What follows belongs to an exercise in optimizing a design on an open flow for small area, a short achievable clock period and few clock cycles per item; a production flow would make more cautious choices.
The RTL was checked by simulation tests, not by an equivalence proof against the original design.
Power is estimated from default activity; no workload was simulated.

==> flow/design.v <==
`timescale 1ns / 1ps
`default_nettype none
package alen_pkg;
  localparam int ALEN_DEPTH      = 64;
  localparam int ALEN_WORD_WIDTH = 32;
  localparam int OP_W     = 2;
  localparam int POS_W    = 7;
  localparam int DATA_W   = 32;
  localparam int LENGTH_W = 8;
  localparam int STATUS_W = 2;
  typedef enum logic [OP_W-1:0] {
    OP_APPEND = 2'd0,
    OP_READ   = 2'd1,
    OP_REMOVE = 2'd2
  } alen_op_e;
  typedef enum logic [STATUS_W-1:0] {
    ST_OK    = 2'd0,
    ST_RANGE = 2'd1,
    ST_FULL  = 2'd2
  } alen_status_e;
  typedef struct packed {
    alen_op_e            op;
    logic [POS_W-1:0]    position;
    logic [DATA_W-1:0]   word_in;
  } alen_in_t;
  typedef struct packed {
    logic [DATA_W-1:0]   word_out;
    logic [LENGTH_W-1:0] length;
    alen_status_e        status;
  } alen_out_t;
endpackage
`default_nettype wire
`timescale 1ns / 1ps
`default_nettype none
module alen_ctrl
(
  input  logic clk_i,
  input  logic rst_ni,
  input  logic in_valid_i,
  input  logic out_stall_i,
  output logic in_stall_o,
  output logic req_load_o,    
  output logic exec_o,        
  output logic skid_sel_o,    
  output logic out_load_o,    
  output logic skid_load_o,   
  output logic out_valid_o
);
  logic req_v_q, skid_v_q, out_v_q, stall_q;
  logic req_v_d, skid_v_d, out_free;
  assign exec_o      = req_v_q & ~skid_v_q;
  assign in_stall_o  = stall_q;
  assign req_load_o  = ~stall_q;
  assign skid_sel_o  = skid_v_q;
  assign skid_load_o = ~skid_v_q;
  assign out_free    = ~out_v_q | ~out_stall_i;
  assign out_load_o  = out_free;
  assign out_valid_o = out_v_q;
  assign req_v_d  = stall_q ? req_v_q : in_valid_i;
  assign skid_v_d = ~out_free & (skid_v_q | exec_o);
  always_ff @(posedge clk_i or negedge rst_ni) begin
    if (!rst_ni) begin
      req_v_q  <= 1'b0;
      skid_v_q <= 1'b0;
      out_v_q  <= 1'b0;
      stall_q  <= 1'b0;
    end else begin
      req_v_q  <= req_v_d;
      skid_v_q <= skid_v_d;
      stall_q  <= req_v_d & skid_v_d;
      if (out_free) begin
        out_v_q <= skid_v_q | exec_o;
      end
    end
  end
endmodule
`default_nettype wire
`timescale 1ns / 1ps
`default_nettype none
module alen_dpath
#(
  parameter int DEPTH      = alen_pkg::ALEN_DEPTH,
  parameter int WORD_WIDTH = alen_pkg::ALEN_WORD_WIDTH
) (
  input  logic                 clk_i,
  input  logic                 rst_ni,
  input  alen_pkg::alen_in_t   in_data_i,
  input  logic                 req_load_i,
  input  logic                 exec_i,
  input  logic                 skid_sel_i,
  input  logic                 out_load_i,
  input  logic                 skid_load_i,
  output alen_pkg::alen_out_t  out_data_o
);
  localparam int AW    = $clog2(DEPTH);
  localparam int CNT_W = $clog2(DEPTH + 1);
  localparam int GW    = 8;                
  localparam int NG    = DEPTH / GW;
  logic [WORD_WIDTH-1:0] mem_q [DEPTH];
  logic [AW-1:0]         pos_q;
  logic [WORD_WIDTH-1:0] word_q;
  logic [GW-1:0]         lo_q;
  logic [NG-1:0]         hi_q;
  logic                  app_ok_q, rm_ok_q, rd_ok_q, st_full_q, st_range_q;
  logic [CNT_W-1:0]      count_q, count_d;
  logic                  do_app, do_rm;
  assign do_app = exec_i & app_ok_q;
  assign do_rm  = exec_i & rm_ok_q;
  always_comb begin
    count_d = count_q;
    if (do_app) begin
      count_d = count_q + CNT_W'(1);
    end else if (do_rm) begin
      count_d = count_q - CNT_W'(1);
    end
  end
  always_ff @(posedge clk_i or negedge rst_ni) begin
    if (!rst_ni) begin
      count_q <= '0;
    end else begin
      count_q <= count_d;
    end
  end
  logic [alen_pkg::POS_W-1:0] in_pos;
  logic [CNT_W-1:0]           count_dec;
  logic lt_same, lt_inc, lt_dec, pos_ok_d, full_d;
  logic in_app, in_rd, in_rm;
  assign in_pos    = in_data_i.position;
  assign count_dec = count_q - CNT_W'(1);
  assign lt_same   = in_pos <  alen_pkg::POS_W'(count_q);
  assign lt_inc    = in_pos <= alen_pkg::POS_W'(count_q);
  assign lt_dec    = in_pos <  alen_pkg::POS_W'(count_dec);
  assign pos_ok_d  = do_app ? lt_inc : (do_rm ? lt_dec : lt_same);
  assign full_d    = count_d == CNT_W'(DEPTH);
  assign in_app    = in_data_i.op == alen_pkg::OP_APPEND;
  assign in_rd     = in_data_i.op == alen_pkg::OP_READ;
  assign in_rm     = in_data_i.op == alen_pkg::OP_REMOVE;
  always_ff @(posedge clk_i) begin
    if (req_load_i) begin
      pos_q      <= in_pos[AW-1:0];
      word_q     <= in_data_i.word_in;
      app_ok_q   <= in_app & ~full_d;
      rm_ok_q    <= in_rm & pos_ok_d;
      rd_ok_q    <= in_rd & pos_ok_d;
      st_full_q  <= in_app & full_d;
      st_range_q <= (in_rd | in_rm) & ~pos_ok_d;
      for (int g = 0; g < NG; g++) begin
        hi_q[g] <= in_pos[AW-1:3] == 3'(g);
      end
      for (int j = 0; j < GW; j++) begin
        lo_q[j] <= in_pos[2:0] == 3'(j);
      end
    end
  end
  for (genvar i = 0; i < DEPTH; i++) begin : g_ent
    logic wr_app, wr_rm;
    assign wr_app = do_app & (count_q[AW-1:0] == AW'(i));
    assign wr_rm  = do_rm & (pos_q <= AW'(i));
    if (i < DEPTH - 1) begin : g_sh
      always_ff @(posedge clk_i) begin
        if (wr_app | wr_rm) begin
          mem_q[i] <= rm_ok_q ? mem_q[i+1] : word_q;
        end
      end
    end else begin : g_top
      always_ff @(posedge clk_i) begin
        if (wr_app) begin
          mem_q[i] <= word_q;
        end
      end
    end
  end
  logic [WORD_WIDTH-1:0] grp [NG];
  logic [WORD_WIDTH-1:0] rd_word;
  always_comb begin
    rd_word = '0;
    for (int g = 0; g < NG; g++) begin
      grp[g] = '0;
      for (int j = 0; j < GW; j++) begin
        grp[g] = grp[g] | (mem_q[g*GW+j] & {WORD_WIDTH{lo_q[j]}});
      end
      rd_word = rd_word | (grp[g] & {WORD_WIDTH{hi_q[g]}});
    end
  end
  alen_pkg::alen_out_t res, skid_q, out_q;
  assign res.word_out = rd_ok_q ? rd_word : '0;
  assign res.length   = alen_pkg::LENGTH_W'(count_d);
  assign res.status   = st_full_q ? alen_pkg::ST_FULL :
                        (st_range_q ? alen_pkg::ST_RANGE : alen_pkg::ST_OK);
  always_ff @(posedge clk_i) begin
    if (skid_load_i) begin
      skid_q <= res;
    end
    if (out_load_i) begin
      out_q <= skid_sel_i ? skid_q : res;
    end
  end
  assign out_data_o = out_q;
endmodule
`default_nettype wire
`timescale 1ns / 1ps
`default_nettype none
module array_list_engine_core
#(
  parameter int DEPTH      = alen_pkg::ALEN_DEPTH,
  parameter int WORD_WIDTH = alen_pkg::ALEN_WORD_WIDTH
) (
  input  logic        clk_i,
  input  logic        rst_ni,
  input  logic [40:0] in_data_i,
  input  logic        in_valid_i,
  output logic        in_stall_o,
  output logic [41:0] out_data_o,
  output logic        out_valid_o,
  input  logic        out_stall_i
);
  alen_pkg::alen_in_t  in_data;
  alen_pkg::alen_out_t out_data;
  logic req_load, exec, skid_sel, out_load, skid_load;
  assign in_data    = alen_pkg::alen_in_t'(in_data_i);
  assign out_data_o = out_data;
  alen_ctrl u_ctrl (
    .clk_i       (clk_i),
    .rst_ni      (rst_ni),
    .in_valid_i  (in_valid_i),
    .out_stall_i (out_stall_i),
    .in_stall_o  (in_stall_o),
    .req_load_o  (req_load),
    .exec_o      (exec),
    .skid_sel_o  (skid_sel),
    .out_load_o  (out_load),
    .skid_load_o (skid_load),
    .out_valid_o (out_valid_o)
  );
  alen_dpath #(
    .DEPTH      (DEPTH),
    .WORD_WIDTH (WORD_WIDTH)
  ) u_dpath (
    .clk_i       (clk_i),
    .rst_ni      (rst_ni),
    .in_data_i   (in_data),
    .req_load_i  (req_load),
    .exec_i      (exec),
    .skid_sel_i  (skid_sel),
    .out_load_i  (out_load),
    .skid_load_i (skid_load),
    .out_data_o  (out_data)
  );
endmodule
`default_nettype wire
==> flow/flow/run.sh <==
#!/bin/bash
set -euo pipefail
bash standard.sh SETUP_SLACK_MARGIN=5.6 finish > make_finish.log 2>&1 || { tail -40 make_finish.log; exit 1; }
==> flow/standard.sh <==
#!/bin/bash
# synth_recipe.tcl (not shown) runs the flow's synth.tcl, then flattens the netlist and writes it again
# the make line also repeats each setting of config.mk as NAME=value (left out here)
make -C /OpenROAD-flow-scripts/flow DESIGN_CONFIG=/design/flow/config.mk WORK_HOME=/design/flow/orfs CLKGATE_MAP_FILE= SYNTH_SCRIPT=/design/flow/synth_recipe.tcl "${@:-finish}"
==> flow/config.mk <==
export PLATFORM = sky130hd
export DESIGN_NAME = array_list_engine_core
export DESIGN_NICKNAME = array_list_engine_core
export VERILOG_FILES = /design/flow/design.v
export SDC_FILE = /design/flow/constraint.sdc
export NUM_CORES = 4
export LEC_CHECK = 0
export CAP_MARGIN = 20
export CORE_MARGIN = 2
export CORE_UTILIZATION = 40
export SLEW_MARGIN = 20
==> flow/constraint.sdc <==
create_clock -name core_clock -period 9.0 [get_ports {clk_i}]
set_input_delay 1.8000 -clock core_clock [delete_from_list [all_inputs] [get_ports {clk_i}]]
set_output_delay 1.8000 -clock core_clock [all_outputs]
set_load 0.01 [all_outputs]
==> impl_metrics.env, run 1 <==
export IMPL_max_stage_delay_ns=0.73
export IMPL_hp_class="reg -> reg"
export IMPL_start_util=0.403
export IMPL_grt_start_max_net_pins=217
export IMPL_rrSetupSlack_ns=5.46
export IMPL_cts_buffers=217
export IMPL_area_growth_pct=11.4
export IMPL_min_period_ns=3.65
export IMPL_grt_pass1_wl_um=450000
export IMPL_synthTopCellsByArea="edfxtp_1 (67%), nand2_1 (16%), a22oi_1 (8.9%), nand4_1 (1.9%), clkbuf_1 (1.8%)"
export IMPL_insertion_delay_ns=0.89
export IMPL_synth_avg_cell_area_um2=11.0
export IMPL_syn_inst=8807
export IMPL_portBuffers=88
export IMPL_hp_start="u_dpath.skid_q[9]"
export IMPL_antenna_found_initial=9
export IMPL_yosys_area_top_type="edfxtp_1"
export IMPL_p_leak_nw=39.0
export IMPL_synth_edf_count=2149
export IMPL_power_per_cell_area_nw_per_um2=249
export IMPL_final_common_cell="nand2_1"
export IMPL_worstPathCellList="buf_2"
export IMPL_wl_met3_um=33000
export IMPL_critPathKind="reg -> out"
export IMPL_rows=180
export IMPL_rsz0062_at_grt="true"
export IMPL_wirelength_met1_um=124000
export IMPL_critPathLaunchType="register"
export IMPL_slew_violations=0
export IMPL_max_clock_freq_mhz=274
export IMPL_gp_congestion=0.889
export IMPL_status="no timing/DRC/antenna violations"
export IMPL_grt_overflow=0
export IMPL_ys_seq_area_frac=0.678
export IMPL_fin_skew_ns=0.0277
export IMPL_drv_cap=0
export IMPL_synth_warnings=4
export IMPL_crit_cells=1
export IMPL_r2r_start="u_dpath.lo_q[7]"
export IMPL_cts_hold_buf=0
export IMPL_coreArea_um2=241000
export IMPL_setup_violations_final=0
export IMPL_startpoint="u_dpath.out_q[17]"
export IMPL_slew_headroom=0.258
export IMPL_reg2regPathDepth=7
export IMPL_first_global_vias=66477
export IMPL_final_layout_size_suffix_gt1_frac=0.0703
export IMPL_timing_final_crit_share=0.405
export IMPL_crit_required_ns=7.20
export IMPL_layout_common_cells="nand2_1 (4087), edfxtp_1 (2149), a22oi_1 (1145)"
export IMPL_cp_end_kind="output port"
export IMPL_r2r_end="u_dpath.out_q[20]"
export IMPL_nets=8622
export IMPL_ys_async_sr_fraction=0.00500
export IMPL_yosysUniqueCellTypes=58
export IMPL_wirelength_um=306000
export IMPL_p_total_mw=26.9
export IMPL_ys_seq_elements=2202
export IMPL_via_per_inst=5.93
export IMPL_cts_sinks=2202
export IMPL_cp_arrival_ns=1.85
export IMPL_worstSetupEndpoint="out_data_o[17]"
export IMPL_tns_ns=0
export IMPL_peakVddDrop_mv=0.185
export IMPL_synth_cell_area_um2=96800
export IMPL_wl_per_cell_um=25.7
export IMPL_cts_root_buf="clkbuf_16"
export IMPL_worstMarginPinSlew_ns=1.11
export IMPL_die_x_um=496
export IMPL_hold_viol=0
export IMPL_yosysTopAreaCellShare=0.667
export IMPL_crit_family="flip-flops"
export IMPL_vias=70703
export IMPL_post_dp_hpwl_um=168000
export IMPL_cpMaxStageDelayCell="edfxtp_1"
export IMPL_syn_nets=8874
export IMPL_drc=0
export IMPL_dieArea_um2=246000
export IMPL_cts_max_path_buffers=3
export IMPL_crit_fanout=1
export IMPL_grt_use_total=0.244
export IMPL_io_pins=89
export IMPL_topRoutingLayerUsed="met5"
export IMPL_wl_met2_um=142000
export IMPL_drtAntennaViolNets=0
export IMPL_cts_tree="yes"
export IMPL_chipHeight_um=496
export IMPL_dr_pass1_iters=6
export IMPL_clk_transition_reported_paths_ns=0.06
export IMPL_drt_iter0_drc=11309
export IMPL_synth_ff_type="edfxtp_1"
export IMPL_htreeDepth=4
export IMPL_cp_num_buf_inv=1
## layout make-up
| type | count | area [um2] |
|---|---|---|
| clock buffer | 281 | 5770 |
| clock inverter | 114 | 821 |
| antenna | 3 | 7.51 |
| multi-input combinational | 5849 | 29000 |
| timing repair buffer | 263 | 2540 |
| tap | 3185 | 3990 |
| fill | 22155 | 133000 |
| sequential | 2202 | 65600 |
| inverter | 22 | 83.8 |
## repair_timing
action                     4_1_cts  5_1_grt
setup buffers                    1        0
pin swaps                        0        0
setup endpoints to repair     1956     1626
resized for setup              146       39
gates cloned                     1        1
## routing by layer
| metal | vias up | track usage |
|---|---|---|
| li1 | 30818 | - |
| met1 | 35055 | 0.343 |
| met2 | 4323 | 0.382 |
| met3 | 501 | 0.0468 |
| met4 | 6 | 0.0717 |
| met5 | - | 0.00386 |
## cells in the mapped netlist, drive strengths merged, types with 13 or more instances
cell type	count
edfxtp	2149
a22oi	1152
o22ai	27
o21ai	65
nand4	289
nor2	23
nand3	13
nand2	4088
nand2b	35
a22o	33
buf	259
inv	22
ha	22
clkbuf	475
dfxtp	42
## worst reg2reg max path, cell delays in order, from the launching register on
cell	delay [ns]
edfxtp_1	0.61
buf_4	0.45
buf_6	0.42
a22oi_1	0.29
nand4_1	0.46
a22oi_1	0.34
nand4_1	0.38
a22o_1	0.35
## how the worst min path moves through the flow
| stage | end | slack (ns) | depth (start not counted) |
|---|---|---|---|
| 3_5_place_dp | u_dpath.skid_q[9] | 0.44 | 1 |
| 2_1_floorplan | u_dpath.mem_q[63][0] | 0.43 | 0 |
| 3_3_place_gp | u_dpath.skid_q[9] | 0.44 | 1 |
| 4_1_cts | u_dpath.skid_q[9] | 0.46 | 1 |
| 5_1_grt | u_dpath.mem_q[63][12] | 0.48 | 0 |
| 6_report | u_dpath.skid_q[9] | 0.46 | 1 |
## sequential cells by signal, summed over array words and instances, names as in the netlist, 6 cells and up
| register | count |
|---|---|
| u_dpath.mem_q | 2048 |
| u_dpath.count_q | 7 |
| u_dpath.hi_q | 8 |
| u_dpath.lo_q | 8 |
| u_dpath.skid_q | 42 |
| u_dpath.pos_q | 6 |
| u_dpath.word_q | 32 |
| u_dpath.out_q | 42 |
## stage by stage
stage / setup slack (ns) / instances / hold slack [ns] / utilization / instance area [um2]
after floorplan: 5.01 / 8807 / 0.428 / - / 96800
after detailed placement: 5.01 / 11518 / 0.444 / 0.420 / 101000
after global routing: 5.32 / 11918 / 0.480 / 0.448 / 108000
after global placement: 5.01 / 11518 / 0.444 / 0.420 / 101000
after CTS: 5.27 / 11915 / 0.464 / 0.448 / 108000
final: 5.35 / 11919 / 0.461 / 0.449 / 108000
## cell families after synthesis
family / share of synthesized area
buffers and inverters: 0.0322
xor gates and xnor gates: 0.00107
adders and majority gates: 0.00284
DFF: 0.678
AOI/OAI and AO/OA: 0.100
and+or+nand+nor: 0.185
muxes: 0.000698
## power breakdown
part | switching, mW | internal, mW | leakage (nW) | total, mW
logic | 3.87 | 1.41 | 15.6 | 5.28
registers | 0.371 | 12.6 | 20.1 | 12.9
clock network | 3.99 | 4.69 | 3.23 | 8.68
total | 8.22 | 18.7 | 39.0 | 26.9
Testbench counts, summed over its fixed seeds: cycles 16,016, items 16,000.
==> inputs of run 2 (changes only) <==
--- a/flow/design.v
+++ b/flow/design.v
@@ -47,7 +47,7 @@
   output logic out_valid_o
 );
-  logic req_v_q, skid_v_q, out_v_q, stall_q;
+  logic req_v_q, skid_v_q, out_v_q, stall_q, exec_q;
   logic req_v_d, skid_v_d, out_free;
-  assign exec_o      = req_v_q & ~skid_v_q;
+  assign exec_o      = exec_q;
   assign in_stall_o  = stall_q;
   assign req_load_o  = ~stall_q;
@@ -58,5 +58,5 @@
   assign out_valid_o = out_v_q;
   assign req_v_d  = stall_q ? req_v_q : in_valid_i;
-  assign skid_v_d = ~out_free & (skid_v_q | exec_o);
+  assign skid_v_d = ~out_free & (skid_v_q | exec_q);
   always_ff @(posedge clk_i or negedge rst_ni) begin
     if (!rst_ni) begin
@@ -65,10 +65,12 @@
       out_v_q  <= 1'b0;
       stall_q  <= 1'b0;
+      exec_q   <= 1'b0;
     end else begin
       req_v_q  <= req_v_d;
       skid_v_q <= skid_v_d;
       stall_q  <= req_v_d & skid_v_d;
+      exec_q   <= req_v_d & ~skid_v_d;
       if (out_free) begin
-        out_v_q <= skid_v_q | exec_o;
+        out_v_q <= skid_v_q | exec_q;
       end
     end
@@ -95,6 +97,7 @@
   localparam int AW    = $clog2(DEPTH);
   localparam int CNT_W = $clog2(DEPTH + 1);
-  localparam int GW    = 8;                
+  localparam int GW    = 16;                
   localparam int NG    = DEPTH / GW;
+  localparam int LW    = $clog2(GW);
   logic [WORD_WIDTH-1:0] mem_q [DEPTH];
   logic [AW-1:0]         pos_q;
@@ -146,11 +149,14 @@
       st_range_q <= (in_rd | in_rm) & ~pos_ok_d;
       for (int g = 0; g < NG; g++) begin
-        hi_q[g] <= in_pos[AW-1:3] == 3'(g);
+        hi_q[g] <= in_pos[AW-1:LW] == (AW-LW)'(g);
       end
       for (int j = 0; j < GW; j++) begin
-        lo_q[j] <= in_pos[2:0] == 3'(j);
-      end
-    end
-  end
+        lo_q[j] <= in_pos[LW-1:0] == LW'(j);
+      end
+    end
+  end
+  logic [WORD_WIDTH-1:0] wterm_even, wterm_odd;
+  assign wterm_even = word_q & {WORD_WIDTH{~rm_ok_q}};      
+  assign wterm_odd  = ~(word_q | {WORD_WIDTH{rm_ok_q}});    
   for (genvar i = 0; i < DEPTH; i++) begin : g_ent
     logic wr_app, wr_rm;
@@ -158,7 +164,9 @@
     assign wr_rm  = do_rm & (pos_q <= AW'(i));
     if (i < DEPTH - 1) begin : g_sh
+      logic [WORD_WIDTH-1:0] wterm;
+      assign wterm = (i % 2 == 0) ? wterm_even : wterm_odd;
       always_ff @(posedge clk_i) begin
         if (wr_app | wr_rm) begin
-          mem_q[i] <= rm_ok_q ? mem_q[i+1] : word_q;
+          mem_q[i] <= ~((mem_q[i+1] & {WORD_WIDTH{rm_ok_q}}) | wterm);
         end
       end
@@ -178,5 +186,5 @@
       grp[g] = '0;
       for (int j = 0; j < GW; j++) begin
-        grp[g] = grp[g] | (mem_q[g*GW+j] & {WORD_WIDTH{lo_q[j]}});
+        grp[g] = grp[g] | ((((g*GW+j) % 2 == 0) ? ~mem_q[g*GW+j] : mem_q[g*GW+j]) & {WORD_WIDTH{lo_q[j]}});
       end
       rd_word = rd_word | (grp[g] & {WORD_WIDTH{hi_q[g]}});
@@ -192,5 +200,9 @@
       skid_q <= res;
     end
-    if (out_load_i) begin
+  end
+  always_ff @(posedge clk_i or negedge rst_ni) begin
+    if (!rst_ni) begin
+      out_q <= '0;
+    end else if (out_load_i) begin
       out_q <= skid_sel_i ? skid_q : res;
     end
==> run 2 against run 1 <==
Maximum frequency grew 4.6%. Register-to-register slack gained 0.05 ns. Die area shrank 4.5%.
==> impl_metrics.env, run 2 <==
export IMPL_status="no timing/DRC/antenna violations"
export IMPL_critPathLaunchType="register"
export IMPL_slew_headroom=0.189
export IMPL_wl_per_cell_um=38.0
export IMPL_grt_use_total=0.318
export IMPL_yosysUniqueCellTypes=65
export IMPL_htreeDepth=4
export IMPL_setup_violations_final=0
export IMPL_dieArea_um2=235000
export IMPL_yosys_top_cells_count="edfxtp_1 (2111), o21ai_0 (1232), a21oi_1 (1105)"
export IMPL_hold_viol=0
export IMPL_drt_iter0_drc=13644
export IMPL_yosysTopAreaCellShare=0.686
export IMPL_drv_cap=0
export IMPL_syn_nets=7222
export IMPL_max_clock_freq_mhz=287
export IMPL_setup_ws_ns=5.51
export IMPL_fin_cells=10214
export IMPL_dp_slack_ns=4.68
export IMPL_synth_avg_cell_area_um2=12.9
export IMPL_final_common_cell="edfxtp_1"
export IMPL_worstMarginPinSlew_ns=1.22
export IMPL_tns_ns=0
export IMPL_syn_inst=7155
export IMPL_cts_sinks=2207
export IMPL_fillers=20562
export IMPL_start_util=0.402
export IMPL_cp_arrival_ns=4.22
export IMPL_antenna_found_initial=18
export IMPL_peakVddDrop_mv=0.195
export IMPL_cts_tree="yes"
export IMPL_clk_transition_reported_paths_ns=0.06
export IMPL_cts_root_buf="clkbuf_16"
export IMPL_cts_hold_buf=0
export IMPL_grt_met2_usage=0.468
export IMPL_rows=176
export IMPL_grt_busiest_layer="met2"
export IMPL_chipHeight_um=485
export IMPL_synth_ff_type="edfxtp_1"
export IMPL_via_per_inst=7.13
export IMPL_gr_usage_met3=0.0946
export IMPL_hp_class="reg -> reg"
export IMPL_dr_pass1_iters=6
export IMPL_vias=72839
export IMPL_gp_congestion=0.901
export IMPL_slew_violations=0
export IMPL_grt_overflow=0
export IMPL_synth_most_common_cell="edfxtp_1"
export IMPL_synth_warnings=4
export IMPL_reg_top3="u_dpath.mem_q (2048), u_dpath.out_q (42), u_dpath.skid_q (42)"
export IMPL_p_total_mw=28.4
export IMPL_synth_edf_count=2111
export IMPL_cts_buffers=223
export IMPL_timing_final_crit_share=0.387
export IMPL_fin_skew_ns=0.0388
export IMPL_portBuffers=88
export IMPL_cts_max_path_buffers=3
export IMPL_largest_register="u_dpath.mem_q"
export IMPL_synthTopCellsByArea="edfxtp_1 (69%), o21ai_0 (6.7%), a21oi_1 (6.0%), clkbuf_1 (2.5%), nand2_1 (1.9%)"
export IMPL_dpl_cell_count=9745
export IMPL_grt_pass1_wl_um=533000
export IMPL_insertion_delay_ns=0.88
export IMPL_largest_register_ffs=2048
export IMPL_final_layout_size_suffix_gt1_frac=0.109
export IMPL_ys_async_sr_fraction=0.0245
export IMPL_die_x_um=485
export IMPL_ys_seq_area_frac=0.710
export IMPL_post_dp_hpwl_um=196000
export IMPL_power_per_cell_area_nw_per_um2=270
export IMPL_p_leak_nw=32.7
export IMPL_synth_cell_area_um2=92400
export IMPL_hold_ws_ns=0.452
export IMPL_critPathKind="reg -> reg"
export IMPL_cp_end_kind="register"
export IMPL_placed_area_um2=97000
export IMPL_yosys_area_top_type="edfxtp_1"
export IMPL_grt_start_max_net_pins=139
export IMPL_first_global_vias=68194
export IMPL_crit_required_ns=9.73
export IMPL_design_area_um2=105000
export IMPL_drtAntennaViolNets=0
export IMPL_crit_fanout=52
export IMPL_ys_seq_elements=2207
export IMPL_layout_common_cells="edfxtp_1 (2111), o21ai_0 (1204), a21oi_1 (1105)"
export IMPL_nets=7048
export IMPL_grt_met1_usage=0.405
export IMPL_wirelength_um=388000
export IMPL_io_pins=89
export IMPL_coreArea_um2=230000
export IMPL_postLayoutCoreUtil=0.457
export IMPL_area_growth_pct=13.7
export IMPL_drc=0
export IMPL_min_period_ns=3.49
export IMPL_rsz0062_at_grt="true"
-- run 2: cell types whose count changed in the layout (fill, tap and decap cells not counted), sizes merged, moves of 93 or more --
cell and delta:
o22ai +189, a21oi +1097, o21ai +1167, a22oi -965, a2bb2oi +100, o221ai +93, nand2 -3613, nand4 -284
-- run 2: final timing paths --
path / from / to / slack (ns) / depth (start not counted)
hold / removal: u_dpath.skid_q[40] / u_dpath.skid_q[40] / 0.45 / 2
max in group asynchronous: rst_ni / u_dpath.out_q[30] / 6.65 / 2
min in group asynchronous: rst_ni / u_dpath.out_q[19] / 1.05 / 1
hold reg to reg: u_dpath.skid_q[40] / u_dpath.skid_q[40] / 0.45 / 2
setup reg to reg: u_dpath.lo_q[14] / u_dpath.out_q[36] / 5.51 / 6
setup / recovery: u_dpath.lo_q[14] / u_dpath.out_q[36] / 5.51 / 6
-- run 2: critical path, cell delays in order (launching register included) --
cell      delay (ns)
edfxtp_1        0.69
inv_12          0.45
buf_12          0.45
o211ai_1        0.19
o41ai_1         0.76
and4_2          0.57
o21ai_0         0.13
-- run 2: timing repair --
action / CTS / global route
pin swaps: 5 / 9
hold endpoints to repair: 0 / 0
gates resized for setup: 234 / 41
cloned: 5 / 1
endpoints found under the setup margin: 2005 / 1200
buffers inserted: 18 / 13
-- run 2: cell type report --
type                    count  area [um2]  area share
repair inverters            2        17.5    0.000167
inverters                  40         277     0.00263
clock buffers             306        6230      0.0593
diodes                     14        35.0    0.000333
well taps                3026        3790      0.0360
repair buffers            325        3180      0.0303
flip-flops and latches   2207       65600       0.625
multi-input cells        4182       24900       0.237
clock inverters           112         991     0.00943
-- run 2: report_power, final --
group          switching, mW  internal [mW]
sequential             0.524           12.7
clock                   4.13           5.28
combinational           4.32           1.47
-- run 2: layer usage --
| metal | vias to the layer above | wire, um |
|---|---|---|
| met5 | - | 115 |
| met4 | 10 | 30300 |
| met3 | 1432 | 57800 |
| met2 | 7217 | 168000 |
| met1 | 36344 | 132000 |
| li1 | 27836 | - |
-- run 2: cells by family after synthesis --
group | Yosys count | synth area share
xor+xnor | 9 | 0.000853
buf+inv | 766 | 0.0312
simple gates | 765 | 0.0366
mux | 17 | 0.00214
fa+ha+maj | 22 | 0.00298
flops | 2207 | 0.710
compound gates | 3369 | 0.217
Testbench counts of run 2, summed over its fixed seeds: cycles 16,016, items 16,000.
==> inputs of run 3 (changes only) <==
--- a/flow/config.mk
+++ b/flow/config.mk
@@ -9,3 +9,5 @@
 export CORE_MARGIN = 2
 export CORE_UTILIZATION = 40
+export CTS_CLUSTER_DIAMETER = 120
+export CTS_CLUSTER_SIZE = 24
 export SLEW_MARGIN = 20
==> run 3 against run 2 <==
Clock skew grew 0.0082 ns. Combinational power is essentially flat. Die area is the same. Via count shrank 1.3%. Flip-flop and latch count is the same. Setup slack lost 0.0036 ns. Largest power group unchanged.
==> impl_metrics.env, run 3 <==
export IMPL_status="no timing/DRC/antenna violations"
export IMPL_hold_viol=0
export IMPL_critPathLaunchType="register"
export IMPL_grt_use_total=0.316
export IMPL_largest_register="u_dpath.mem_q"
export IMPL_syn_nets=7222
export IMPL_crit_fanout=25
export IMPL_final_common_cell="edfxtp_1"
export IMPL_min_to="u_dpath.skid_q[14]"
export IMPL_dieArea_um2=235000
export IMPL_clk_transition_reported_paths_ns=0.10
export IMPL_p_sw_frac=0.335
export IMPL_wl_per_cell_um=38.6
export IMPL_internal_power_mw=16.3
export IMPL_antenna_found_initial=17
export IMPL_insertion_delay_ns=0.80
export IMPL_cts_hold_buf=0
export IMPL_hold_ws_ns=0.459
export IMPL_rows=176
export IMPL_p_leak_nw=30.6
export IMPL_ys_async_sr_fraction=0.0245
export IMPL_htreeDepth=3
export IMPL_p_total_mw=24.5
export IMPL_start_util=0.402
export IMPL_synth_most_common_cell="edfxtp_1"
export IMPL_hp_start="u_dpath.skid_q[14]"
export IMPL_switchingPower_mw=8.21
export IMPL_slew_headroom=0.188
export IMPL_cts_max_path_buffers=3
export IMPL_area_growth_pct=9.04
export IMPL_synth_cell_area_um2=92400
export IMPL_synth_edf_count=2111
export IMPL_synth_warnings=4
export IMPL_fillers=20910
export IMPL_design_area_um2=101000
export IMPL_tns_ns=0
export IMPL_crit_required_ns=9.62
export IMPL_grt_start_max_net_pins=139
export IMPL_timing_final_crit_share=0.388
export IMPL_ys_seq_elements=2207
export IMPL_post_dp_hpwl_um=196000
export IMPL_reg_top3="u_dpath.mem_q (2048), u_dpath.out_q (42), u_dpath.skid_q (42)"
export IMPL_grt_pass1_wl_um=529000
export IMPL_portBuffers=88
export IMPL_layout_common_cells="edfxtp_1 (2111), o21ai_0 (1204), a21oi_1 (1105)"
export IMPL_final_layout_size_suffix_gt1_frac=0.0803
export IMPL_drc=0
export IMPL_via_per_inst=7.20
export IMPL_hp_class="reg -> reg"
export IMPL_grt_overflow=0
export IMPL_yosys_top_cells_count="edfxtp_1 (2111), o21ai_0 (1232), a21oi_1 (1105)"
export IMPL_dr_pass1_iters=8
export IMPL_gp_congestion=0.901
export IMPL_critPathKind="reg -> reg"
export IMPL_pwr_share_seq=0.538
export IMPL_peakVddDrop_mv=0.194
export IMPL_rrSetupSlack_ns=5.51
export IMPL_cts_sinks=2207
export IMPL_first_global_vias=66990
export IMPL_die_x_um=485
export IMPL_ys_seq_area_frac=0.710
export IMPL_fin_skew_ns=0.0470
export IMPL_yosys_area_top_type="edfxtp_1"
export IMPL_nets=6929
export IMPL_r2r_end="u_dpath.out_q[14]"
export IMPL_r2r_start="u_dpath.lo_q[4]"
export IMPL_placed_area_um2=97000
export IMPL_holdPathStages=2
export IMPL_synth_avg_cell_area_um2=12.9
export IMPL_drt_iter0_drc=14432
export IMPL_rsz0062_at_grt="true"
export IMPL_wirelength_um=385000
export IMPL_cp_arrival_ns=4.11
export IMPL_yosysTopAreaCellShare=0.686
export IMPL_min_period_ns=3.49
export IMPL_yosysUniqueCellTypes=65
export IMPL_synthTopCellsByArea="edfxtp_1 (69%), o21ai_0 (6.7%), a21oi_1 (6.0%), clkbuf_1 (2.5%), nand2_1 (1.9%)"
export IMPL_setup_violations_final=0
export IMPL_p_clk_frac=0.227
export IMPL_cts_root_buf="clkbuf_16"
export IMPL_fin_cells=9983
export IMPL_drtAntennaViolNets=0
export IMPL_synth_ff_type="edfxtp_1"
export IMPL_chipHeight_um=485
export IMPL_vias=71917
export IMPL_largest_register_ffs=2048
export IMPL_io_pins=89
export IMPL_max_clock_freq_mhz=287
export IMPL_cts_tree="yes"
export IMPL_syn_inst=7155
export IMPL_dpl_cell_count=9745
export IMPL_cts_buffers=102
export IMPL_worstMarginPinSlew_ns=1.22
export IMPL_power_per_cell_area_nw_per_um2=243
export IMPL_cp_end_kind="register"
export IMPL_drv_cap=0
export IMPL_reg2regPathDepth=7
export IMPL_coreArea_um2=230000
export IMPL_slew_violations=0
export IMPL_seq_area_um2=65600
export IMPL_power_frac_comb=0.236
export IMPL_multi_input_comb_area_um2=25000
[run 3: cell types whose count changed in the layout (fill, tap and decap cells not counted), sizes merged, moves of 4 or more]
cell and change:
bufinv -16, clkbuf -123, clkdlybuf4s15 -4, clkinv -78, clkinvlp -8, diode -5
dlygate4sd2 +7, inv -4
[run 3: layout make-up]
| cell class | instances | share of cell area |
|---|---|---|
| clock buffers | 184 | 0.0284 |
| repair inverters | 2 | 0.000174 |
| clock inverters | 6 | 0.000857 |
| inverters | 40 | 0.00274 |
| repair buffers | 327 | 0.0313 |
| diodes | 9 | 0.000223 |
| well taps | 3026 | 0.0376 |
| flip-flops and latches | 2207 | 0.651 |
| multi-input cells | 4182 | 0.248 |
[run 3: what timing repair did]
| action | in CTS | in global routing |
|---|---|---|
| resized for setup | 208 | 43 |
| cloned | 6 | 0 |
| endpoints found under the setup margin | 2120 | 1139 |
| hold endpoints to repair | 0 | 0 |
| buffers inserted | 18 | 14 |
| pin swaps | 6 | 7 |
[run 3: worst max-delay path by stage]
stage          depth (start not counted)              start                   end
2_1_floorplan                          5   u_dpath.app_ok_q  u_dpath.mem_q[32][0]
4_1_cts                                1  u_dpath.out_q[34]        out_data_o[34]
6_report                               7    u_dpath.lo_q[4]     u_dpath.out_q[14]
3_5_place_dp                           7    u_dpath.lo_q[8]     u_dpath.out_q[41]
5_1_grt                                5    u_dpath.rm_ok_q  u_dpath.mem_q[9][10]
3_3_place_gp                           7    u_dpath.lo_q[8]     u_dpath.out_q[41]
[run 3: per-stage QoR]
| step | utilization | worst slack [ns] |
|---|---|---|
| 2_1_floorplan | - | 5.07 |
| 3_3_place_gp | 0.422 | 4.73 |
| 3_5_place_dp | 0.422 | 4.68 |
| 4_1_cts | 0.437 | 5.58 |
| 5_1_grt | 0.438 | 5.57 |
| 6_report | 0.438 | 5.51 |
[run 3: kinds of logic (layout without fill, tap and decap cells)]
kind of cell,after synthesis,after routing,share of synthesized area
other cells,0,9,0
buf+inv,766,559,0.0312
simple gates,765,765,0.0366
compound gates,3369,3369,0.217
xor+xnor,9,9,0.000853
flops,2207,2207,0.710
fa+ha+maj,22,22,0.00298
mux,17,17,0.00214
[run 3: metal layers]
metal	part of all wire	track usage	up-vias
li1	-	-	27476
met1	0.34	0.408	36039
met4	0.080	0.208	10
met5	0.00015	0	-
met2	0.43	0.468	6986
met3	0.15	0.0850	1406
[run 3: power groups by stage]
stage	Combinational, mW	Sequential [mW]	Clock [mW]
CTS	5.51	13.1	5.55
global route	5.99	13.2	5.86
finish	5.78	13.2	5.56
detailed placement	5.42	13.4	0
global placement	5.32	13.4	0
floorplan	3.10	13.2	0
[run 3: worst max-delay path: stages, from the launching register on]
cell and delay, ns:
edfxtp_1 0.49, inv_6 0.40, buf_4 0.56, a2bb2oi_1 0.23
o221ai_1 0.14, o41ai_1 0.69, and4_1 0.58, o21ai_0 0.19
==> inputs of run 4 (changes only) <==
--- a/flow/config.mk
+++ b/flow/config.mk
@@ -8,5 +8,5 @@
 export CAP_MARGIN = 20
 export CORE_MARGIN = 2
-export CORE_UTILIZATION = 40
+export CORE_UTILIZATION = 50
 export CTS_CLUSTER_DIAMETER = 120
 export CTS_CLUSTER_SIZE = 24
==> run 4 against run 3 <==
Still clean on timing, DRC and antenna. Total power fell by 0.32%. Flip-flop and latch count stayed put. Critical endpoint is now u_dpath.out_q[11]. Global-route usage rose by 8.2 points. Final area down 0.79%. Clock skew shrank 0.00096 ns. Sequential power about the same.
==> impl_metrics.env, run 4 <==
export IMPL_crit_required_ns=9.66
export IMPL_slew_violations=0
export IMPL_largest_register="u_dpath.mem_q"
export IMPL_max_clock_freq_mhz=286
export IMPL_post_dp_hpwl_um=188000
export IMPL_p_leak_nw=30.7
export IMPL_slew_headroom=0.159
export IMPL_dieArea_um2=188000
export IMPL_design_area_um2=100000
export IMPL_vias=71399
export IMPL_drc=0
export IMPL_wirelength_um=381000
export IMPL_rsz0062_at_grt="true"
export IMPL_cpMaxStageDelayCell="o2111a_1"
export IMPL_largest_register_ffs=2048
export IMPL_tns_ns=0
export IMPL_yosys_top_cells_count="edfxtp_1 (2111), o21ai_0 (1232), a21oi_1 (1105)"
export IMPL_crit_family="compound AO/OA/AOI/OAI gates"
export IMPL_timing_final_crit_share=0.388
export IMPL_via_per_inst=7.61
export IMPL_cp_num_buf_inv=2
export IMPL_grt_overflow=0
export IMPL_insertion_delay_ns=0.81
export IMPL_area_growth_pct=8.17
export IMPL_muxShareOfSynthArea=0.00214
export IMPL_synth_warnings=4
export IMPL_placed_area_um2=96300
export IMPL_synth_cell_area_um2=92400
export IMPL_synthTopCellsByArea="edfxtp_1 (69%), o21ai_0 (6.7%), a21oi_1 (6.0%), clkbuf_1 (2.5%), nand2_1 (1.9%)"
export IMPL_first_global_vias=65990
export IMPL_dr_pass1_iters=7
export IMPL_p_total_mw=24.4
export IMPL_grt_pass1_wl_um=524000
export IMPL_ys_seq_area_frac=0.710
export IMPL_yosysUniqueCellTypes=65
export IMPL_cp_arrival_ns=4.16
export IMPL_yosysTopAreaCellShare=0.686
export IMPL_hp_class="reg -> reg"
export IMPL_clk_transition_reported_paths_ns=0.10
export IMPL_min_period_ns=3.50
export IMPL_peakVddDrop_mv=0.201
export IMPL_ys_seq_elements=2207
export IMPL_final_layout_size_suffix_gt1_frac=0.0740
export IMPL_power_per_cell_area_nw_per_um2=244
export IMPL_status="no timing/DRC/antenna violations"
export IMPL_cts_tree="yes"
export IMPL_synth_xor_area_frac=0.000853
export IMPL_antenna_found_initial=17
export IMPL_fin_skew_ns=0.0460
export IMPL_syn_inst=7155
export IMPL_yosys_area_top_type="edfxtp_1"
export IMPL_coreArea_um2=183000
export IMPL_hold_viol=0
export IMPL_synth_compound_area_frac=0.217
export IMPL_worstPathCellList="buf_12 -> buf_4 -> a22o_1 -> a221oi_1 -> o2111ai_1 -> o41ai_1 -> o2111a_1 -> o21ai_0"
export IMPL_gp_congestion=0.895
export IMPL_yosys_area_share_simple=0.0366
export IMPL_cts_buffers=102
export IMPL_chipHeight_um=434
export IMPL_critPathLaunchType="register"
export IMPL_ys_async_sr_fraction=0.0245
export IMPL_drtAntennaViolNets=0
export IMPL_grt_start_max_net_pins=180
export IMPL_portBuffers=88
export IMPL_max_stage_delay_ns=0.57
export IMPL_final_common_cell="edfxtp_1"
export IMPL_syn_nets=7222
export IMPL_start_util=0.504
export IMPL_critPathKind="reg -> reg"
export IMPL_reg_top3="u_dpath.mem_q (2048), u_dpath.out_q (42), u_dpath.skid_q (42)"
export IMPL_wl_per_cell_um=40.6
export IMPL_cts_max_path_buffers=3
export IMPL_io_pins=89
export IMPL_die_x_um=434
export IMPL_synth_avg_cell_area_um2=12.9
export IMPL_crit_fanout=70
export IMPL_drv_cap=0
export IMPL_synthAdderAreaFrac=0.00298
export IMPL_cts_sinks=2207
export IMPL_drt_iter0_drc=15463
export IMPL_synth_ff_type="edfxtp_1"
export IMPL_nets=6916
export IMPL_rows=157
export IMPL_layout_common_cells="edfxtp_1 (2111), o21ai_0 (1204), a21oi_1 (1105)"
export IMPL_cts_root_buf="clkbuf_16"
export IMPL_synth_most_common_cell="edfxtp_1"
export IMPL_synth_top_family_by_area="compound AO/OA/AOI/OAI gates"
export IMPL_htreeDepth=3
export IMPL_synth_edf_count=2111
export IMPL_setup_violations_final=0
export IMPL_grt_use_total=0.398
export IMPL_cp_end_kind="register"
export IMPL_worstMarginPinSlew_ns=1.26
-- run 4: cell counts after synthesis --
No cell type changed its count.
-- run 4: per-layer routing --
layer	up-vias	track usage	routed length (um)	share of wire
met5	-	0	117	0.00031
met4	18	0.221	27100	0.071
met3	1287	0.126	59900	0.16
met2	6821	0.573	161000	0.42
met1	35859	0.535	132000	0.35
li1	27414	-	-	-
-- run 4: area by class of cell --
class                           count  area (um2)
Fill cell                       15183       83300
Inverter                           40         303
Timing Repair inverter              3        26.3
Clock buffer                      159        2850
Multi-Input combinational cell   4182       24900
Timing Repair Buffer              313        3160
Antenna cell                        7        17.5
Sequential cell                  2207       65600
Clock inverter                      5        62.6
Tap cell                         2464        3080
-- run 4: per-stage QoR --
| stage | hold slack (ns) | worst slack, ns | cells | util |
|---|---|---|---|---|
| floorplan | 0.420 | 5.07 | 7155 | - |
| global placement | 0.431 | 4.81 | 9177 | 0.525 |
| detailed placement | 0.443 | 4.78 | 9179 | 0.525 |
| CTS | 0.466 | 5.57 | 9367 | 0.545 |
| global route | 0.486 | 5.57 | 9373 | 0.545 |
| finish | 0.465 | 5.50 | 9380 | 0.545 |
-- run 4: kinds of logic after synthesis --
logic type,count (synthesis)
adders and majority gates,22
buffers and inverters,766
and+or+nand+nor,765
AOI/OAI and AO/OA,3369
DFF,2207
xor gates and xnor gates,9
muxes,17
-- run 4: path summary, 6_finish.rpt --
check	cells past startpoint	slack [ns]	startpoint	endpoint
max	8	5.50	u_dpath.lo_q[11]	u_dpath.out_q[11]
min	2	0.47	u_dpath.skid_q[23]	u_dpath.skid_q[23]
max reg2reg	8	5.50	u_dpath.lo_q[11]	u_dpath.out_q[11]
min reg2reg	2	0.47	u_dpath.skid_q[23]	u_dpath.skid_q[23]
max in group asynchronous	2	6.92	rst_ni	u_ctrl.skid_v_q
min in group asynchronous	1	1.01	rst_ni	u_dpath.out_q[35]
-- run 4: where the power goes --
group | total [mW] | leakage, nW | switching, mW | internal (mW)
combinational | 5.79 | 9.00 | 4.33 | 1.46
clock | 5.54 | 1.40 | 3.33 | 2.21
sequential | 13.1 | 20.2 | 0.453 | 12.7
total | 24.4 | 30.7 | 8.12 | 16.3
-- run 4: timing repair --
action / in CTS / in global routing
buffers inserted: 15 / 6
setup endpoints to repair: 1039 / 688
endpoints found under the hold margin: 0 / 0
hold buffers: 0 / 0
resized for setup: 135 / 25
gates cloned: 9 / 0
pin swaps: 9 / 3
-- run 4: worst register-to-register path: stages, from the launching register on --
cell	delay (ns)
edfxtp_1	0.43
buf_12	0.26
buf_4	0.62
a22o_1	0.34
a221oi_1	0.28
o2111ai_1	0.16
o41ai_1	0.55
o2111a_1	0.57
o21ai_0	0.17
==> inputs of run 5 (changes only) <==
==> flow/flow/run.sh (replaced) <==
#!/bin/bash
set -euo pipefail
bash standard.sh SETUP_SLACK_MARGIN=5.8 finish > make_finish.log 2>&1 || { tail -40 make_finish.log; exit 1; }
--- a/flow/config.mk
+++ b/flow/config.mk
@@ -8,5 +8,5 @@
 export CAP_MARGIN = 20
 export CORE_MARGIN = 2
-export CORE_UTILIZATION = 50
+export CORE_UTILIZATION = 40
 export CTS_CLUSTER_DIAMETER = 120
 export CTS_CLUSTER_SIZE = 24
==> run 5 against run 4 <==
Still clean. Combinational power rose by 2%. Clock power decreased by 1%. Final area rose by 1.4%. Count of clock-buffer cells in the layout shrank 13. Total power grew 0.23%. Flip-flop and latch count did not move. Die area up 25%. First-iteration DRC count decreased by 11%. Sequential power about the same. Global-route usage is 8.7 points lower. Critical path type is now reg -> out. Critical endpoint is now out_data_o[32]. Highest routed layer unchanged.
==> impl_metrics.env, run 5 <==
export IMPL_vias=70967
export IMPL_min_period_ns=3.32
export IMPL_drv_cap=0
export IMPL_wl_per_cell_um=38.2
export IMPL_htreeDepth=3
export IMPL_nets=6962
export IMPL_start_util=0.402
export IMPL_yosys_top_cells_count="edfxtp_1 (2111), o21ai_0 (1232), a21oi_1 (1105)"
export IMPL_cp_end_kind="output port"
export IMPL_synth_avg_cell_area_um2=12.9
export IMPL_ys_async_sr_fraction=0.0245
export IMPL_reg_top3="u_dpath.mem_q (2048), u_dpath.out_q (42), u_dpath.skid_q (42)"
export IMPL_slew_violations=0
export IMPL_yosysUniqueCellTypes=65
export IMPL_synth_cell_area_um2=92400
export IMPL_dieArea_um2=235000
export IMPL_fin_skew_ns=0.0451
export IMPL_p_leak_nw=30.9
export IMPL_drt_iter0_drc=13836
export IMPL_ys_seq_elements=2207
export IMPL_reg2regPathDepth=6
export IMPL_yosys_area_top_type="edfxtp_1"
export IMPL_tns_ns=0
export IMPL_area_growth_pct=9.64
export IMPL_power_per_cell_area_nw_per_um2=242
export IMPL_largest_register_ffs=2048
export IMPL_grt_use_total=0.311
export IMPL_portBuffers=88
export IMPL_coreArea_um2=230000
export IMPL_antenna_found_initial=17
export IMPL_max_clock_freq_mhz=301
export IMPL_drtAntennaViolNets=0
export IMPL_placed_area_um2=97100
export IMPL_ys_seq_area_frac=0.710
export IMPL_synth_edf_count=2111
export IMPL_rsz0062_at_grt="true"
export IMPL_setup_violations_final=0
export IMPL_cts_buffers=102
export IMPL_via_per_inst=7.11
export IMPL_cp_arrival_ns=1.52
export IMPL_cts_max_path_buffers=3
export IMPL_crit_required_ns=7.20
export IMPL_final_layout_size_suffix_gt1_frac=0.0909
export IMPL_synth_ff_type="edfxtp_1"
export IMPL_cts_root_buf="clkbuf_16"
export IMPL_critPathKind="reg -> out"
export IMPL_insertion_delay_ns=0.82
export IMPL_die_x_um=485
export IMPL_crit_fanout=2
export IMPL_p_total_mw=24.5
export IMPL_worstMarginPinSlew_ns=1.22
export IMPL_slew_headroom=0.188
export IMPL_cpMaxStageDelayCell="dfrtp_2"
export IMPL_timing_final_crit_share=0.369
export IMPL_final_common_cell="edfxtp_1"
export IMPL_clk_transition_reported_paths_ns=0.10
export IMPL_grt_overflow=0
export IMPL_drc=0
export IMPL_syn_inst=7155
export IMPL_status="no timing/DRC/antenna violations"
export IMPL_layout_common_cells="edfxtp_1 (2111), o21ai_0 (1203), a21oi_1 (1105)"
export IMPL_cts_tree="yes"
export IMPL_design_area_um2=101000
export IMPL_synthTopCellsByArea="edfxtp_1 (69%), o21ai_0 (6.7%), a21oi_1 (6.0%), clkbuf_1 (2.5%), nand2_1 (1.9%)"
export IMPL_setup_ws_ns=5.68
export IMPL_post_dp_hpwl_um=197000
export IMPL_cts_sinks=2207
export IMPL_wirelength_um=381000
export IMPL_io_pins=89
export IMPL_cp_num_buf_inv=1
export IMPL_yosysTopAreaCellShare=0.686
export IMPL_critPathLaunchType="register"
export IMPL_worstPathCellList="buf_6"
export IMPL_synth_warnings=4
export IMPL_holdPathStages=2
export IMPL_first_global_vias=66556
export IMPL_hp_class="reg -> reg"
export IMPL_dp_slack_ns=4.08
export IMPL_crit_family="flip-flops"
export IMPL_crit_cells=1
export IMPL_dr_pass1_iters=9
export IMPL_syn_nets=7222
export IMPL_grt_start_max_net_pins=202
export IMPL_synth_most_common_cell="edfxtp_1"
export IMPL_hold_viol=0
export IMPL_chipHeight_um=485
export IMPL_max_stage_delay_ns=0.56
export IMPL_grt_pass1_wl_um=521000
export IMPL_peakVddDrop_mv=0.173
export IMPL_gp_congestion=0.905
export IMPL_rows=176
export IMPL_largest_register="u_dpath.mem_q"
==> run 5: final timing paths <==
check                                    from                 end  slack (ns)
max                         u_dpath.out_q[32]      out_data_o[32]        5.68
min                        u_dpath.skid_q[22]  u_dpath.skid_q[22]        0.46
max reg2reg                   u_dpath.lo_q[8]   u_dpath.out_q[38]        5.68
min reg2reg                u_dpath.skid_q[22]  u_dpath.skid_q[22]        0.46
max in group asynchronous              rst_ni   u_dpath.out_q[29]        7.03
min in group asynchronous              rst_ni   u_dpath.out_q[16]        1.25
==> run 5: routing by layer <==
layer | wire [um] | track usage | part of all wire
met1 | 130000 | 0.398 | 0.34
met2 | 165000 | 0.465 | 0.43
met3 | 54600 | 0.0862 | 0.14
met4 | 30800 | 0.199 | 0.081
met5 | 13 | 0 | 0.000034
==> run 5: layout make-up <==
class | instances | area [um2]
multi-input cells | 4182 | 25100
fillers | 20848 | 129000
repair buffers | 359 | 3660
well taps | 3026 | 3790
repair inverters | 3 | 26.3
diodes | 11 | 27.5
flip-flops and latches | 2207 | 65600
clock inverters | 3 | 32.5
clock buffers | 146 | 2790
inverters | 40 | 309
==> run 5: kinds of logic after synthesis <==
group	Yosys count	synth area share
compound gates	3369	0.217
flops	2207	0.710
buf+inv	766	0.0312
simple gates	765	0.0366
fa+ha+maj	22	0.00298
mux	17	0.00214
xor+xnor	9	0.000853
==> run 5: where the power goes <==
part / internal, mW / leakage, nW / switching, mW
clock: 2.16 / 1.36 / 3.30
combinational: 1.56 / 9.33 / 4.36
sequential: 12.7 / 20.2 / 0.457
==> run 5: through the flow <==
stage | utilization | instances | hold slack [ns]
after floorplan | - | 7155 | 0.420
after global placement | 0.422 | 9750 | 0.433
final | 0.441 | 9977 | 0.463
after global routing | 0.441 | 9966 | 0.486
after detailed placement | 0.422 | 9752 | 0.441
after CTS | 0.439 | 9950 | 0.466
==> run 5: timing repair <==
item                                    in CTS  in global routing
gates cloned                                 5                  3
gates resized for setup                    367                 55
setup buffers                               44                 13
pin swaps                                   20                  4
endpoints found under the setup margin    2797               1036
hold buffers                                 0                  0
hold endpoints to repair                     0                  0
==> run 5: worst reg2reg max path: stages, from the launching register on <==
cell       delay (ns)
edfxtp_1         0.57
bufinv_16        0.45
buf_8            0.40
o221ai_1         0.19
or4b_2           0.79
a2111oi_4        0.57
o21ai_0          0.18
==> inputs of run 6 (changes only) <==
--- a/flow/config.mk
+++ b/flow/config.mk
@@ -8,5 +8,5 @@
 export CAP_MARGIN = 20
 export CORE_MARGIN = 2
-export CORE_UTILIZATION = 40
+export CORE_UTILIZATION = 50
 export CTS_CLUSTER_DIAMETER = 120
 export CTS_CLUSTER_SIZE = 24
==> run 6 against run 5 <==
Highest routed layer unchanged. Final area decreased by 0.64%. Utilization is 11 points higher. Synthesized cell count unchanged. Flip-flop and latch count stayed put.
==> impl_metrics.env, run 6 <==
export IMPL_drv_cap=0
export IMPL_synth_cell_area_um2=92400
export IMPL_setup_violations_final=0
export IMPL_cts_buffers=102
export IMPL_final_common_cell="edfxtp_1"
export IMPL_synth_most_common_cell="edfxtp_1"
export IMPL_rsz0062_at_grt="true"
export IMPL_max_stage_delay_ns=0.54
export IMPL_synthTopCellsByArea="edfxtp_1 (69%), o21ai_0 (6.7%), a21oi_1 (6.0%), clkbuf_1 (2.5%), nand2_1 (1.9%)"
export IMPL_cp_arrival_ns=1.51
export IMPL_critPathKind="reg -> out"
export IMPL_drtAntennaViolNets=0
export IMPL_design_area_um2=101000
export IMPL_ys_seq_elements=2207
export IMPL_area_growth_pct=8.94
export IMPL_p_total_mw=24.6
export IMPL_grt_start_max_net_pins=184
export IMPL_largest_register="u_dpath.mem_q"
export IMPL_gp_congestion=0.912
export IMPL_hp_class="reg -> reg"
export IMPL_synth_ff_type="edfxtp_1"
export IMPL_insertion_delay_ns=0.83
export IMPL_grt_overflow=0
export IMPL_vias=71814
export IMPL_cp_end_kind="output port"
export IMPL_syn_inst=7155
export IMPL_via_per_inst=7.62
export IMPL_cp_num_buf_inv=1
export IMPL_crit_required_ns=7.20
export IMPL_fin_skew_ns=0.0757
export IMPL_post_dp_hpwl_um=192000
export IMPL_timing_final_crit_share=0.368
export IMPL_cts_root_buf="clkbuf_16"
export IMPL_yosysUniqueCellTypes=65
export IMPL_placed_area_um2=96400
export IMPL_cts_tree="yes"
export IMPL_wirelength_um=381000
export IMPL_worstMarginPinSlew_ns=1.36
export IMPL_cts_hold_buf=0
export IMPL_syn_nets=7222
export IMPL_yosys_top_cells_count="edfxtp_1 (2111), o21ai_0 (1232), a21oi_1 (1105)"
export IMPL_grt_pass1_wl_um=520000
export IMPL_htreeDepth=3
export IMPL_peakVddDrop_mv=0.242
export IMPL_grt_use_total=0.394
export IMPL_slew_headroom=0.0920
export IMPL_final_layout_size_suffix_gt1_frac=0.0881
export IMPL_crit_family="flip-flops"
export IMPL_portBuffers=88
export IMPL_critPathLaunchType="register"
export IMPL_antenna_found_initial=14
export IMPL_min_period_ns=3.31
export IMPL_yosys_area_top_type="edfxtp_1"
export IMPL_p_leak_nw=30.9
export IMPL_rows=157
export IMPL_first_global_vias=66864
export IMPL_status="no timing/DRC/antenna violations"
export IMPL_dp_slack_ns=4.60
export IMPL_cpMaxStageDelayCell="dfrtp_2"
export IMPL_dr_pass1_iters=9
export IMPL_dieArea_um2=188000
export IMPL_layout_common_cells="edfxtp_1 (2111), o21ai_0 (1203), a21oi_1 (1105)"
export IMPL_synth_warnings=4
export IMPL_cts_sinks=2207
export IMPL_io_pins=89
export IMPL_max_clock_freq_mhz=302
export IMPL_ys_async_sr_fraction=0.0245
export IMPL_ys_seq_area_frac=0.710
export IMPL_tns_ns=0
export IMPL_coreArea_um2=183000
export IMPL_reg_top3="u_dpath.mem_q (2048), u_dpath.out_q (42), u_dpath.skid_q (42)"
export IMPL_yosysTopAreaCellShare=0.686
export IMPL_die_x_um=434
export IMPL_largest_register_ffs=2048
export IMPL_synth_edf_count=2111
export IMPL_setup_ws_ns=5.69
export IMPL_hold_viol=0
export IMPL_worstPathCellList="buf_6"
export IMPL_postLayoutCoreUtil=0.549
export IMPL_drc=0
export IMPL_synth_avg_cell_area_um2=12.9
export IMPL_chipHeight_um=434
export IMPL_crit_fanout=2
export IMPL_clk_transition_reported_paths_ns=0.10
export IMPL_wl_per_cell_um=40.4
export IMPL_power_per_cell_area_nw_per_um2=244
export IMPL_drt_iter0_drc=14788
export IMPL_start_util=0.504
export IMPL_slew_violations=0
export IMPL_nets=6949
export IMPL_cts_max_path_buffers=3
==> run 6: cell types whose count changed in the layout (fill, tap and decap cells not counted), moves of 6 or more <==
cell | before | now
buf_4 | 189 | 155
nand2_1 | 452 | 458
buf_2 | 26 | 36
clkbuf_1 | 40 | 66
nand2_2 | 21 | 13
==> run 6: worst register-to-register path: stages, from the launching register on <==
cell and delay [ns]:
edfxtp_1 0.47, bufinv_16 0.44, buf_4 0.51, o22ai_1 0.15, or3_1 0.36, o41ai_1 0.53
o2111a_2 0.51, o21ai_0 0.15
==> run 6: where the power goes <==
part           internal [mW]  switching (mW)
Combinational           1.53            4.39
Clock                   2.23            3.35
Sequential              12.7           0.450
Total                   16.4            8.19
==> run 6: metrics by stage <==
step | hold WS (ns) | instances
finish | 0.461 | 9428
global route | 0.491 | 9420
global placement | 0.433 | 9174
CTS | 0.465 | 9400
floorplan | 0.420 | 7155
detailed placement | 0.441 | 9179
==> run 6: kinds of logic (layout without fill, tap and decap cells) <==
| family | Yosys count | count (layout) | share of synthesized area |
|---|---|---|---|
| AO/OA/AOI/OAI | 3369 | 3369 | 0.217 |
| flip-flops | 2207 | 2207 | 0.710 |
| buffers and inverters | 766 | 566 | 0.0312 |
| AND/OR/NAND/NOR | 765 | 765 | 0.0366 |
| adder cells (fa/ha/maj) | 22 | 22 | 0.00298 |
| multiplexers | 17 | 17 | 0.00214 |
| XOR/XNOR | 9 | 9 | 0.000853 |
| other | 0 | 9 | 0 |
==> run 6: final timing paths <==
| path | from | endpoint | slack (ns) | cells past startpoint |
|---|---|---|---|---|
| max in group asynchronous | rst_ni | u_ctrl.skid_v_q | 6.89 | 2 |
| worst max-delay path | u_dpath.out_q[36] | out_data_o[36] | 5.69 | 1 |
| worst min register to register | u_dpath.skid_q[17] | u_dpath.skid_q[17] | 0.46 | 2 |
| min in group asynchronous | rst_ni | u_dpath.out_q[16] | 1.02 | 1 |
| worst max register to register | u_dpath.lo_q[14] | u_dpath.out_q[35] | 5.74 | 7 |
| worst min-delay path | u_dpath.skid_q[17] | u_dpath.skid_q[17] | 0.46 | 2 |
==> run 6: cell type report <==
type	count	area, um2
Tap cell	2464	3080
Fill cell	15139	82600
Sequential cell	2207	65600
Multi-Input combinational cell	4182	25100
Clock buffer	173	2910
Clock inverter	4	66.3
Timing Repair Buffer	340	3460
Timing Repair inverter	9	78.8
Antenna cell	9	22.5
Inverter	40	362
==> run 6: metal layers <==
metal,vias up,share of wire,track usage
li1,27474,-,-
met1,36032,0.34,0.526
met2,6927,0.43,0.569
met3,1359,0.15,0.115
met4,22,0.078,0.245
met5,-,0.00039,0
==> run 6: repair_timing <==
action                                  CTS  global route
endpoints found under the hold margin     0             0
pin swaps                                 9             4
cloned                                    8             5
gates resized for setup                 329            60
setup endpoints to repair              2986          1083
buffers inserted                         36            14
==> inputs of run 7 (changes only) <==
--- a/flow/config.mk
+++ b/flow/config.mk
@@ -9,5 +9,5 @@
 export CORE_MARGIN = 2
 export CORE_UTILIZATION = 50
-export CTS_CLUSTER_DIAMETER = 120
-export CTS_CLUSTER_SIZE = 24
+export CTS_CLUSTER_DIAMETER = 100
+export CTS_CLUSTER_SIZE = 20
 export SLEW_MARGIN = 20
==> run 7 against run 6 <==
Synthesized cell count unchanged. Total power increased by 1.8%. Flip-flop and latch count unchanged. Count of clock-buffer cells in the layout increased by 29. Setup slack got worse by 0.024 ns. Worst hold slack got worse by 0.0034 ns. Clock skew decreased by 0.016 ns. Critical path type is now reg -> reg. Largest cell class unchanged. Highest routed layer unchanged.
==> impl_metrics.env, run 7 <==
export IMPL_ys_seq_elements=2207
export IMPL_grt_start_max_net_pins=184
export IMPL_cts_sinks=2207
export IMPL_cts_root_buf="clkbuf_16"
export IMPL_drtAntennaViolNets=0
export IMPL_crit_required_ns=9.71
export IMPL_grt_pass1_wl_um=521000
export IMPL_cpMaxStageDelayCell="o41ai_1"
export IMPL_critPathKind="reg -> reg"
export IMPL_gp_congestion=0.912
export IMPL_largest_register="u_dpath.mem_q"
export IMPL_worstPathCellList="buf_4 -> buf_6 -> a22oi_1 -> o221ai_1 -> o41ai_1 -> o2111a_1 -> o21ai_0"
export IMPL_timing_final_crit_share=0.370
export IMPL_rows=157
export IMPL_reg2regPathDepth=7
export IMPL_cts_tree="yes"
export IMPL_area_growth_pct=9.51
export IMPL_setup_violations_final=0
export IMPL_via_per_inst=7.58
export IMPL_cts_max_path_buffers=3
export IMPL_nets=6972
export IMPL_synth_most_common_cell="edfxtp_1"
export IMPL_min_period_ns=3.33
export IMPL_p_total_mw=25.1
export IMPL_drv_cap=0
export IMPL_wl_per_cell_um=40.1
export IMPL_design_area_um2=101000
export IMPL_fin_cells=9479
export IMPL_power_per_cell_area_nw_per_um2=248
export IMPL_first_global_vias=67003
export IMPL_hold_viol=0
export IMPL_startpoint="u_dpath.lo_q[5]"
export IMPL_dpl_cell_count=9179
export IMPL_synth_warnings=4
export IMPL_cp_arrival_ns=4.04
export IMPL_max_stage_delay_ns=0.69
export IMPL_synth_cell_area_um2=92400
export IMPL_ys_seq_area_frac=0.710
export IMPL_crit_fanout=35
export IMPL_r2r_end="u_dpath.out_q[28]"
export IMPL_antenna_found_initial=9
export IMPL_yosys_top_cells_count="edfxtp_1 (2111), o21ai_0 (1232), a21oi_1 (1105)"
export IMPL_max_clock_freq_mhz=300
export IMPL_dr_pass1_iters=7
export IMPL_largest_register_ffs=2048
export IMPL_rsz0062_at_grt="true"
export IMPL_synth_ff_type="edfxtp_1"
export IMPL_htreeDepth=3
export IMPL_start_util=0.504
export IMPL_chipHeight_um=434
export IMPL_ys_async_sr_fraction=0.0245
export IMPL_worstMarginPinSlew_ns=1.27
export IMPL_postLayoutCoreUtil=0.552
export IMPL_yosys_area_top_type="edfxtp_1"
export IMPL_fin_skew_ns=0.0599
export IMPL_drt_iter0_drc=14501
export IMPL_critPathLaunchType="register"
export IMPL_r2r_start="u_dpath.lo_q[5]"
export IMPL_synthTopCellsByArea="edfxtp_1 (69%), o21ai_0 (6.7%), a21oi_1 (6.0%), clkbuf_1 (2.5%), nand2_1 (1.9%)"
export IMPL_syn_inst=7155
export IMPL_synth_avg_cell_area_um2=12.9
export IMPL_tns_ns=0
export IMPL_grt_use_total=0.394
export IMPL_yosysUniqueCellTypes=65
export IMPL_crit_cells=7
export IMPL_layout_common_cells="edfxtp_1 (2111), o21ai_0 (1203), a21oi_1 (1105)"
export IMPL_cts_hold_buf=0
export IMPL_placed_area_um2=96400
export IMPL_grt_overflow=0
export IMPL_cts_buffers=121
export IMPL_crit_family="compound AO/OA/AOI/OAI gates"
export IMPL_insertion_delay_ns=0.85
export IMPL_syn_nets=7222
export IMPL_cp_num_buf_inv=2
export IMPL_rrSetupSlack_ns=5.67
export IMPL_synth_edf_count=2111
export IMPL_yosysTopAreaCellShare=0.686
export IMPL_status="no timing/DRC/antenna violations"
export IMPL_peakVddDrop_mv=0.245
export IMPL_io_pins=89
export IMPL_reg_top3="u_dpath.mem_q (2048), u_dpath.out_q (42), u_dpath.skid_q (42)"
export IMPL_clk_transition_reported_paths_ns=0.09
export IMPL_dieArea_um2=188000
export IMPL_slew_headroom=0.153
export IMPL_drc=0
export IMPL_post_dp_hpwl_um=192000
export IMPL_final_common_cell="edfxtp_1"
export IMPL_vias=71831
export IMPL_cp_end_kind="register"
export IMPL_final_layout_size_suffix_gt1_frac=0.0905
export IMPL_slew_violations=0
export IMPL_coreArea_um2=183000
export IMPL_worstSetupEndpoint="u_dpath.out_q[28]"
export IMPL_hp_class="reg -> reg"
export IMPL_p_leak_nw=31.2
export IMPL_portBuffers=88
export IMPL_die_x_um=434
export IMPL_wirelength_um=380000
## run 7: worst min-delay path: stages (launching register included)
cell	delay (ns)
dfxtp_1	0.31
nand2_1	0.06
o21ai_0	0.06
## run 7: where the power goes
part / internal, mW / switching, mW
Sequential: 12.7 / 0.447
Clock: 2.56 / 3.48
Combinational: 1.53 / 4.38
Total: 16.8 / 8.30
## run 7: worst min path at each step
| stage | startpoint | cells after the start | end | slack [ns] |
|---|---|---|---|---|
| after floorplan | u_dpath.skid_q[40] | 2 | u_dpath.skid_q[40] | 0.42 |
| after global placement | u_dpath.skid_q[23] | 2 | u_dpath.skid_q[23] | 0.43 |
| after detailed placement | u_dpath.skid_q[18] | 2 | u_dpath.skid_q[18] | 0.44 |
| after CTS | u_dpath.skid_q[18] | 2 | u_dpath.skid_q[18] | 0.46 |
| after global routing | u_dpath.skid_q[9] | 1 | u_dpath.skid_q[9] | 0.49 |
| final | u_dpath.skid_q[17] | 2 | u_dpath.skid_q[17] | 0.46 |
## run 7: logic make-up (layout without fill, tap and decap cells)
kind of cell,Yosys count,after routing,share of synthesized area
buffers and inverters,766,603,0.0312
other,0,23,0
DFF,2207,2207,0.710
muxes,17,17,0.00214
AOI/OAI and AO/OA,3369,3369,0.217
and+or+nand+nor,765,765,0.0366
xor gates and xnor gates,9,9,0.000853
adders and majority gates,22,22,0.00298
## run 7: area by class of cell
type                       count  area, um2
clock buffer                 202       3360
sequential                  2207      65600
fill                       15091      82100
antenna                       23       57.6
timing repair inverter         8       70.1
clock inverter                 8        114
inverter                      40        348
timing repair buffer         345       3480
tap                         2464       3080
multi-input combinational   4182      25100
## run 7: repair_timing
action	4_1_cts	5_1_grt
resized for setup	317	66
cloned	8	3
endpoints found under the hold margin	0	0
setup endpoints to repair	2850	1107
pin swaps	9	5
buffers inserted	40	15
## run 7: per-layer routing
metal | up-vias | GRT usage | share of wire | routed length [um]
met5 | - | 0 | 0.00030 | 114
met4 | 6 | 0.241 | 0.075 | 28300
met3 | 1327 | 0.112 | 0.15 | 57500
met2 | 6830 | 0.571 | 0.43 | 164000
met1 | 36092 | 0.527 | 0.34 | 130000
li1 | 27576 | - | - | -
## run 7: stage by stage
stage | worst slack, ns | hold slack (ns)
after floorplan | 5.07 | 0.420
after global routing | 5.67 | 0.488
final | 5.67 | 0.458
after global placement | 4.54 | 0.433
after detailed placement | 4.60 | 0.441
after CTS | 5.67 | 0.462

==> what the ideal ports hide <==
In the flow no input, the clock included, has a driving cell. The finished layouts below were timed again as built, in two steps. Step 1 sets driving cells, clkbuf_16 on the clock port and buf_2 on the other inputs (assumed; they add their load-dependent delay and slew). Step 2 moves the port delays by t, midway between the first and last clock arrival at a register: inputs arrive t later, outputs are due t later. That takes back most of the time a late clock gives input paths. Three values: no drivers, after step 1, after step 2; two values: the first two.
run | t, ns | setup slack, ns | worst register clock-pin slew, ns | worst slew at a driven data input, ns
run 1 | 0.969 | 5.354 / 5.254 / 5.008 | 0.07 / 0.07 | 0.05
run 2 | 0.956 | 5.514 / 5.453 / 4.856 | 0.07 / 0.07 | 0.05
run 3 | 0.877 | 5.511 / 5.511 / 4.874 | 0.11 / 0.11 | 0.05
run 4 | 0.883 | 5.504 / 5.504 / 4.977 | 0.12 / 0.12 | 0.18
run 5 | 0.895 | 5.680 / 5.585 / 5.030 | 0.11 / 0.11 | 0.05
run 6 | 0.881 | 5.691 / 5.598 / 5.044 | 0.13 / 0.13 | 0.10
run 7 | 0.908 | 5.667 / 5.585 / 4.987 | 0.10 / 0.10 | 0.10
After both steps setup and hold are still met in every run listed. The setup slack of run 7, which loses most, moves by -0.082 ns with the drivers and by -0.680 ns with both steps.
